Source: an optimization exercise on an open RTL-to-GDS flow (aim: small area). Production flows keep margins and buffers that such runs may drop.
Only simulation tests tie the RTL to the original design; equivalence was not proved.
No activity file was given, so power comes from the tool's default toggle rates.

JK:
==> flow/design.v <==
module iot_filter_param #(
    parameter int IN_W  = 8,
    parameter int BEATS = 16,
    parameter int WORDS = 8
) (
    input  logic                     clk,
    input  logic                     rst,
    input  logic                     in_en,
    input  logic [IN_W-1:0]          iot_in,
    input  logic [2:0]               fn_sel,
    input  logic [IN_W*BEATS-1:0]    lo_bound,
    input  logic [IN_W*BEATS-1:0]    hi_bound,
    output logic                     busy,
    output logic                     valid,
    output logic [IN_W*BEATS-1:0]    iot_out
);
    localparam int WORD_W = IN_W * BEATS;
    localparam int LOG2W  = $clog2(WORDS);
    localparam int BCW    = $clog2(BEATS);
    logic              busy_r;
    logic              valid_r;
    logic [BCW-1:0]    beat_cnt;
    logic [LOG2W-1:0]  word_cnt;
    logic [2:0]        fn;
    logic              peak_vld;
    logic              chg;
    logic              ag, al, bg, bl;
    logic [WORD_W-1:0] acc;
    logic [LOG2W-1:0]  ext;
    logic [LOG2W-1:0]  lowp;
    logic [WORD_W-1:0] lo;
    logic [WORD_W-1:0] hi;
    logic [BEATS-1:0]  cy;      
    logic              accept, rs, beat0, beatl;
    logic [2:0]        fn_e;
    logic              fold_now, fold_e;
    logic              is_max, is_min, is_avg, is_ext, is_rnd, force_b;
    logic [IN_W-1:0]   lo_b, hi_b, at, bt;
    logic              ag0, al0, bg0, bl0, eqa, eqb;
    logic              ag_n, al_n, bg_n, bl_n;
    logic              take;
    logic [IN_W-1:0]   addb;
    logic [IN_W:0]     sum;
    logic [LOG2W:0]    sum_lo;
    logic [IN_W-1:0]   nbyte;
    assign accept   = in_en && !busy_r;
    assign beat0    = (beat_cnt == '0);
    assign beatl    = (beat_cnt == BCW'(BEATS - 1));
    assign rs       = beat0 && (word_cnt == '0);
    assign fold_now = peak_vld && (fn_sel == fn);
    assign fn_e     = rs ? fn_sel : fn;
    assign fold_e   = rs ? fold_now : peak_vld;
    assign is_max   = (fn_e == 3'd1) || (fn_e == 3'd6);
    assign is_min   = (fn_e == 3'd2) || (fn_e == 3'd7);
    assign is_avg   = (fn_e == 3'd3);
    assign is_ext   = (fn_e[2:1] == 2'b10);
    assign is_rnd   = is_max || is_min || is_avg;
    assign force_b  = is_rnd && !fold_e && (word_cnt == '0);
    logic [BEATS-1:0] bsel;
    always_comb begin
        bsel = '0;
        bsel[beat_cnt] = 1'b1;
        lo_b = rs ? lo_bound[WORD_W-1 -: IN_W] : '0;
        hi_b = rs ? hi_bound[WORD_W-1 -: IN_W] : '0;
        for (int k = 0; k < BEATS; k++) begin
            lo_b = lo_b | ({IN_W{bsel[k] && !rs}} & lo[WORD_W-1-IN_W*k -: IN_W]);
            hi_b = hi_b | ({IN_W{bsel[k] && !rs}} & hi[WORD_W-1-IN_W*k -: IN_W]);
        end
    end
    assign at   = is_ext ? lo_b : acc[WORD_W-1 -: IN_W];
    assign bt   = hi_b;
    assign ag0  = !beat0 && ag;
    assign al0  = !beat0 && al;
    assign bg0  = !beat0 && bg;
    assign bl0  = !beat0 && bl;
    assign eqa  = !ag0 && !al0;
    assign eqb  = !bg0 && !bl0;
    assign ag_n = ag0 || (eqa && (iot_in > at));
    assign al_n = al0 || (eqa && (iot_in < at));
    assign bg_n = bg0 || (eqb && (iot_in > bt));
    assign bl_n = bl0 || (eqb && (iot_in < bt));
    assign take  = !is_rnd || force_b || (is_max && ag_n) || (is_min && al_n);
    assign addb   = {(beat0 ? {LOG2W{1'b0}} : lowp), iot_in[IN_W-1:LOG2W]};
    assign sum    = (force_b ? {IN_W{1'b0}} : at) + addb + (!force_b && hi_b[0]);
    assign sum_lo = (force_b ? {LOG2W{1'b0}} : ext) + iot_in[LOG2W-1:0];
    assign nbyte  = is_avg ? sum[IN_W-1:0] : (take ? iot_in : at);
    always_ff @(posedge clk) begin
        if (rst) begin
            busy_r   <= 1'b0;
            valid_r  <= 1'b0;
            beat_cnt <= '0;
            word_cnt <= '0;
            peak_vld <= 1'b0;
        end else begin
            busy_r  <= accept && beatl;
            valid_r <= 1'b0;
            if (accept) begin
                beat_cnt <= beat_cnt + 1'b1;
                if (rs && fn_sel != fn) peak_vld <= 1'b0;
            end
            if (busy_r) begin
                word_cnt <= word_cnt + 1'b1;
                if (fn == 3'd4)
                    valid_r <= ag && bl;
                else if (fn == 3'd5)
                    valid_r <= al || bg;
                else if (word_cnt == LOG2W'(WORDS - 1) && fn != 3'd0)
                    valid_r <= chg;
                if (word_cnt == LOG2W'(WORDS - 1) && fn[2:1] == 2'b11)
                    peak_vld <= 1'b1;
            end
        end
    end
    always_ff @(posedge clk) begin
        if (accept) begin
            ag   <= ag_n;
            al   <= al_n;
            bg   <= bg_n;
            bl   <= bl_n;
            chg  <= (rs ? !fold_now : chg) || (is_max && ag_n) || (is_min && al_n);
            acc  <= {acc[WORD_W-IN_W-1:0], nbyte};
            lowp <= iot_in[LOG2W-1:0];
            if (!rs && is_avg) begin
                for (int q = 0; q < BEATS - 1; q++)
                    if (beat_cnt == BCW'(q + 1)) hi[IN_W*(BEATS-1-q)] <= sum[IN_W];
                if (beatl) hi[0] <= sum_lo[LOG2W];
            end
            if (beatl)
                ext <= sum_lo[LOG2W-1:0];
            if (rs) begin
                fn     <= fn_sel;
                lo     <= lo_bound;
                hi     <= hi_bound;
            end
        end
    end
    localparam int RA = 5;
    localparam int RB = 10;
    logic [BEATS:0]    bc;       
    logic [BEATS:0]    bo;       
    logic              bcr_a, bcr_b;
    logic [BEATS-1:0]  bg_g, bg_p;
    for (genvar k = 0; k < BEATS; k++) begin : g_cy
        assign cy[k] = hi[IN_W*k] && (fn == 3'd3);
    end
    logic [WORD_W-1:0] tot;
    for (genvar k = 0; k < BEATS; k++) begin : g_gp
        logic [IN_W-1:0] a;
        assign a       = acc[k*IN_W +: IN_W];
        assign bg_g[k] = a[0] & cy[k] & (&a[IN_W-1:1]);
        assign bg_p[k] = (a[0] | cy[k]) & (&a[IN_W-1:1]);
    end
    assign bc[0] = 1'b0;
    assign bo[0] = 1'b0;
    for (genvar k = 0; k < BEATS; k++) begin : g_bc
        assign bc[k+1] = bg_g[k] | (bg_p[k] & bc[k]);
        if (k + 1 == RA)
            assign bo[k+1] = bcr_a;
        else if (k + 1 == RB)
            assign bo[k+1] = bcr_b;
        else
            assign bo[k+1] = bg_g[k] | (bg_p[k] & bo[k]);
    end
    always_ff @(posedge clk) begin
        bcr_a <= bc[RA];
        bcr_b <= bc[RB];
    end
    for (genvar k = 0; k < BEATS; k++) begin : g_res
        logic [IN_W-1:0] a;
        logic [IN_W:0]   p;
        logic            c1;
        assign a    = acc[k*IN_W +: IN_W];
        assign c1   = (a[0] & cy[k]) | (bo[k] & (a[0] | cy[k]));
        assign tot[k*IN_W] = a[0] ^ cy[k] ^ bo[k];
        assign p[1] = 1'b1;
        for (genvar m = 1; m < IN_W; m++) begin : g_bit
            assign p[m+1] = p[m] & a[m];
            assign tot[k*IN_W+m] = a[m] ^ (c1 & p[m]);
        end
    end
    assign busy    = busy_r;
    assign valid   = valid_r;
    assign iot_out = valid_r ? tot : '0;
endmodule
export LEC_CHECK = 0
export ABC_AREA = 1
export CAP_MARGIN = 0
export CORE_MARGIN = 2
export CORE_UTILIZATION = 40
export PLACE_DENSITY = 0.6
export SLEW_MARGIN = 0
create_clock -name core_clock -period 11.0 [get_ports {clk}]
standard.sh (not shown) runs the stock make flow with config.mk's settings and CLKGATE_MAP_FILE= SYNTH_SCRIPT=/design/flow/synth_recipe.tcl, a recipe that flattens the netlist after the stock synthesis.
==> flow/flow/run.sh <==
#!/bin/bash
# The standard ORFS layout (standard.sh, which keeps each step's log under
# orfs/logs/), with three changes:
#  - synthesis maps the logic with the area-oriented ABC script in flow/abc_area.script
#    (run from a copy of ORFS's scripts folder; nothing else in it differs);
#  - buffer_ports puts the smallest buffer cell on every input and output port;
#  - the clock tree uses clkbuf_4 buffers on clusters of up to 10 registers and no
#    dummy loads.
set -euo pipefail
rm -rf orfs_scripts
cp -rp "$FLOW_HOME/scripts" orfs_scripts
cp flow/abc_area.script orfs_scripts/abc_area.script
ADDER_MAP_FILE= SCRIPTS_DIR="$PWD/orfs_scripts" bash standard.sh synth > standard_synth.log 2>&1
export BUFFER_PORTS_ARGS="-buffer_cell sky130_fd_sc_hd__buf_1"
export CTS_ARGS="-sink_clustering_enable -repair_clock_nets -buf_list sky130_fd_sc_hd__clkbuf_4 -sink_clustering_size 10 -sink_clustering_max_diameter 50 -dont_use_dummy_load"
bash standard.sh > standard.log 2>&1
==> flow/flow/abc_area.script <==
strash
&get -n
&fraig -x
&put
scorr
dc2
dretime
strash
dch -f
amap -m
mfs3 -ae
topo
Modified inputs, MS compared to JK
diff --git a/flow/design.v b/flow/design.v
--- a/flow/design.v
+++ b/flow/design.v
@@ -27,13 +27,13 @@
     logic              ag, al, bg, bl;
     logic [WORD_W-1:0] acc;
     logic [LOG2W-1:0]  ext;
     logic [LOG2W-1:0]  lowp;
     logic [WORD_W-1:0] lo;
     logic [WORD_W-1:0] hi;
-    logic [BEATS-1:0]  cy;      
+    logic [BEATS-1:0]  cy;
     logic              accept, rs, beat0, beatl;
     logic [2:0]        fn_e;
     logic              fold_now, fold_e;
     logic              is_max, is_min, is_avg, is_ext, is_rnd, force_b;
     logic [IN_W-1:0]   lo_b, hi_b, at, bt;
     logic              ag0, al0, bg0, bl0, eqa, eqb;
@@ -78,13 +78,13 @@
     assign ag_n = ag0 || (eqa && (iot_in > at));
     assign al_n = al0 || (eqa && (iot_in < at));
     assign bg_n = bg0 || (eqb && (iot_in > bt));
     assign bl_n = bl0 || (eqb && (iot_in < bt));
     assign take  = !is_rnd || force_b || (is_max && ag_n) || (is_min && al_n);
     assign addb   = {(beat0 ? {LOG2W{1'b0}} : lowp), iot_in[IN_W-1:LOG2W]};
-    assign sum    = (force_b ? {IN_W{1'b0}} : at) + addb + (!force_b && hi_b[0]);
+    assign sum    = (force_b ? {IN_W{1'b0}} : at) + addb + (!force_b && cy[BEATS-1]);
     assign sum_lo = (force_b ? {LOG2W{1'b0}} : ext) + iot_in[LOG2W-1:0];
     assign nbyte  = is_avg ? sum[IN_W-1:0] : (take ? iot_in : at);
     always_ff @(posedge clk) begin
         if (rst) begin
             busy_r   <= 1'b0;
             valid_r  <= 1'b0;
@@ -117,64 +117,43 @@
             al   <= al_n;
             bg   <= bg_n;
             bl   <= bl_n;
             chg  <= (rs ? !fold_now : chg) || (is_max && ag_n) || (is_min && al_n);
             acc  <= {acc[WORD_W-IN_W-1:0], nbyte};
             lowp <= iot_in[LOG2W-1:0];
-            if (!rs && is_avg) begin
-                for (int q = 0; q < BEATS - 1; q++)
-                    if (beat_cnt == BCW'(q + 1)) hi[IN_W*(BEATS-1-q)] <= sum[IN_W];
-                if (beatl) hi[0] <= sum_lo[LOG2W];
-            end
+            cy   <= {cy[BEATS-2:1], cy[0] || (is_avg && !beat0 && sum[IN_W]),
+                     is_avg && beatl && sum_lo[LOG2W]};
             if (beatl)
                 ext <= sum_lo[LOG2W-1:0];
             if (rs) begin
                 fn     <= fn_sel;
                 lo     <= lo_bound;
                 hi     <= hi_bound;
             end
         end
     end
-    localparam int RA = 5;
-    localparam int RB = 10;
-    logic [BEATS:0]    bc;       
-    logic [BEATS:0]    bo;       
-    logic              bcr_a, bcr_b;
+    logic [BEATS:0]    bc;
     logic [BEATS-1:0]  bg_g, bg_p;
-    for (genvar k = 0; k < BEATS; k++) begin : g_cy
-        assign cy[k] = hi[IN_W*k] && (fn == 3'd3);
-    end
     logic [WORD_W-1:0] tot;
     for (genvar k = 0; k < BEATS; k++) begin : g_gp
         logic [IN_W-1:0] a;
         assign a       = acc[k*IN_W +: IN_W];
         assign bg_g[k] = a[0] & cy[k] & (&a[IN_W-1:1]);
         assign bg_p[k] = (a[0] | cy[k]) & (&a[IN_W-1:1]);
     end
     assign bc[0] = 1'b0;
-    assign bo[0] = 1'b0;
     for (genvar k = 0; k < BEATS; k++) begin : g_bc
         assign bc[k+1] = bg_g[k] | (bg_p[k] & bc[k]);
-        if (k + 1 == RA)
-            assign bo[k+1] = bcr_a;
-        else if (k + 1 == RB)
-            assign bo[k+1] = bcr_b;
-        else
-            assign bo[k+1] = bg_g[k] | (bg_p[k] & bo[k]);
-    end
-    always_ff @(posedge clk) begin
-        bcr_a <= bc[RA];
-        bcr_b <= bc[RB];
     end
     for (genvar k = 0; k < BEATS; k++) begin : g_res
         logic [IN_W-1:0] a;
         logic [IN_W:0]   p;
         logic            c1;
         assign a    = acc[k*IN_W +: IN_W];
-        assign c1   = (a[0] & cy[k]) | (bo[k] & (a[0] | cy[k]));
-        assign tot[k*IN_W] = a[0] ^ cy[k] ^ bo[k];
+        assign c1   = (a[0] & cy[k]) | (bc[k] & (a[0] | cy[k]));
+        assign tot[k*IN_W] = a[0] ^ cy[k] ^ bc[k];
         assign p[1] = 1'b1;
         for (genvar m = 1; m < IN_W; m++) begin : g_bit
             assign p[m+1] = p[m] & a[m];
             assign tot[k*IN_W+m] = a[m] ^ (c1 & p[m]);
         end
     end
[summary]
The flow completed for MS, but it is not clean: the layout still shows negative setup slack. MS vs JK — global-route usage rose 1.2 points. JK → MS: switching share of total power saw little to no change, clock distribution power saw an increase, die area saw a decrease, worst hold slack saw an increase. Measured against JK, the synthesized cell count of MS comes out at 0.948 times the reference value. Between JK and MS, the cell count went up. Compared with JK, MS shows a lower number of cell instances on the worst register-to-register path. On global-route wire length before repair, MS does worse than JK. MS drops more vias than JK. Between JK and MS, number of filler instances in the final layout decreased.

-- separate check: timing with driven ports --
How much do the figures lean on ideal ports? The routed layouts below were timed once more, with nothing changed but the port constraints. Step 1: set_driving_cell puts a clkbuf_16 on clk and a buf_2 on each other input, an assumption about the parent block. Step 2 adds t to the input delays and takes it off the output delays; t is the mean of the earliest and latest rising clock arrival at the registers after step 1. Input paths then give back, and output paths get back, about the clock's delay inside the block. a / b / c = ideal ports / drivers / drivers and shift; a / b = the first two.
| run | shift t [ns] | slack for setup (ns) | worst setup path after step 2 | worst register clock-pin slew, ns | cell pins on the clock port's net |
|---|---|---|---|---|---|
| JK | 0.811 | 0.820 / 0.771 / 1.582 | register to output | 0.12 / 0.12 | 1 |
| MS | 0.838 | -4.829 / -4.883 / -4.046 | register to output | 0.12 / 0.12 | 1 |
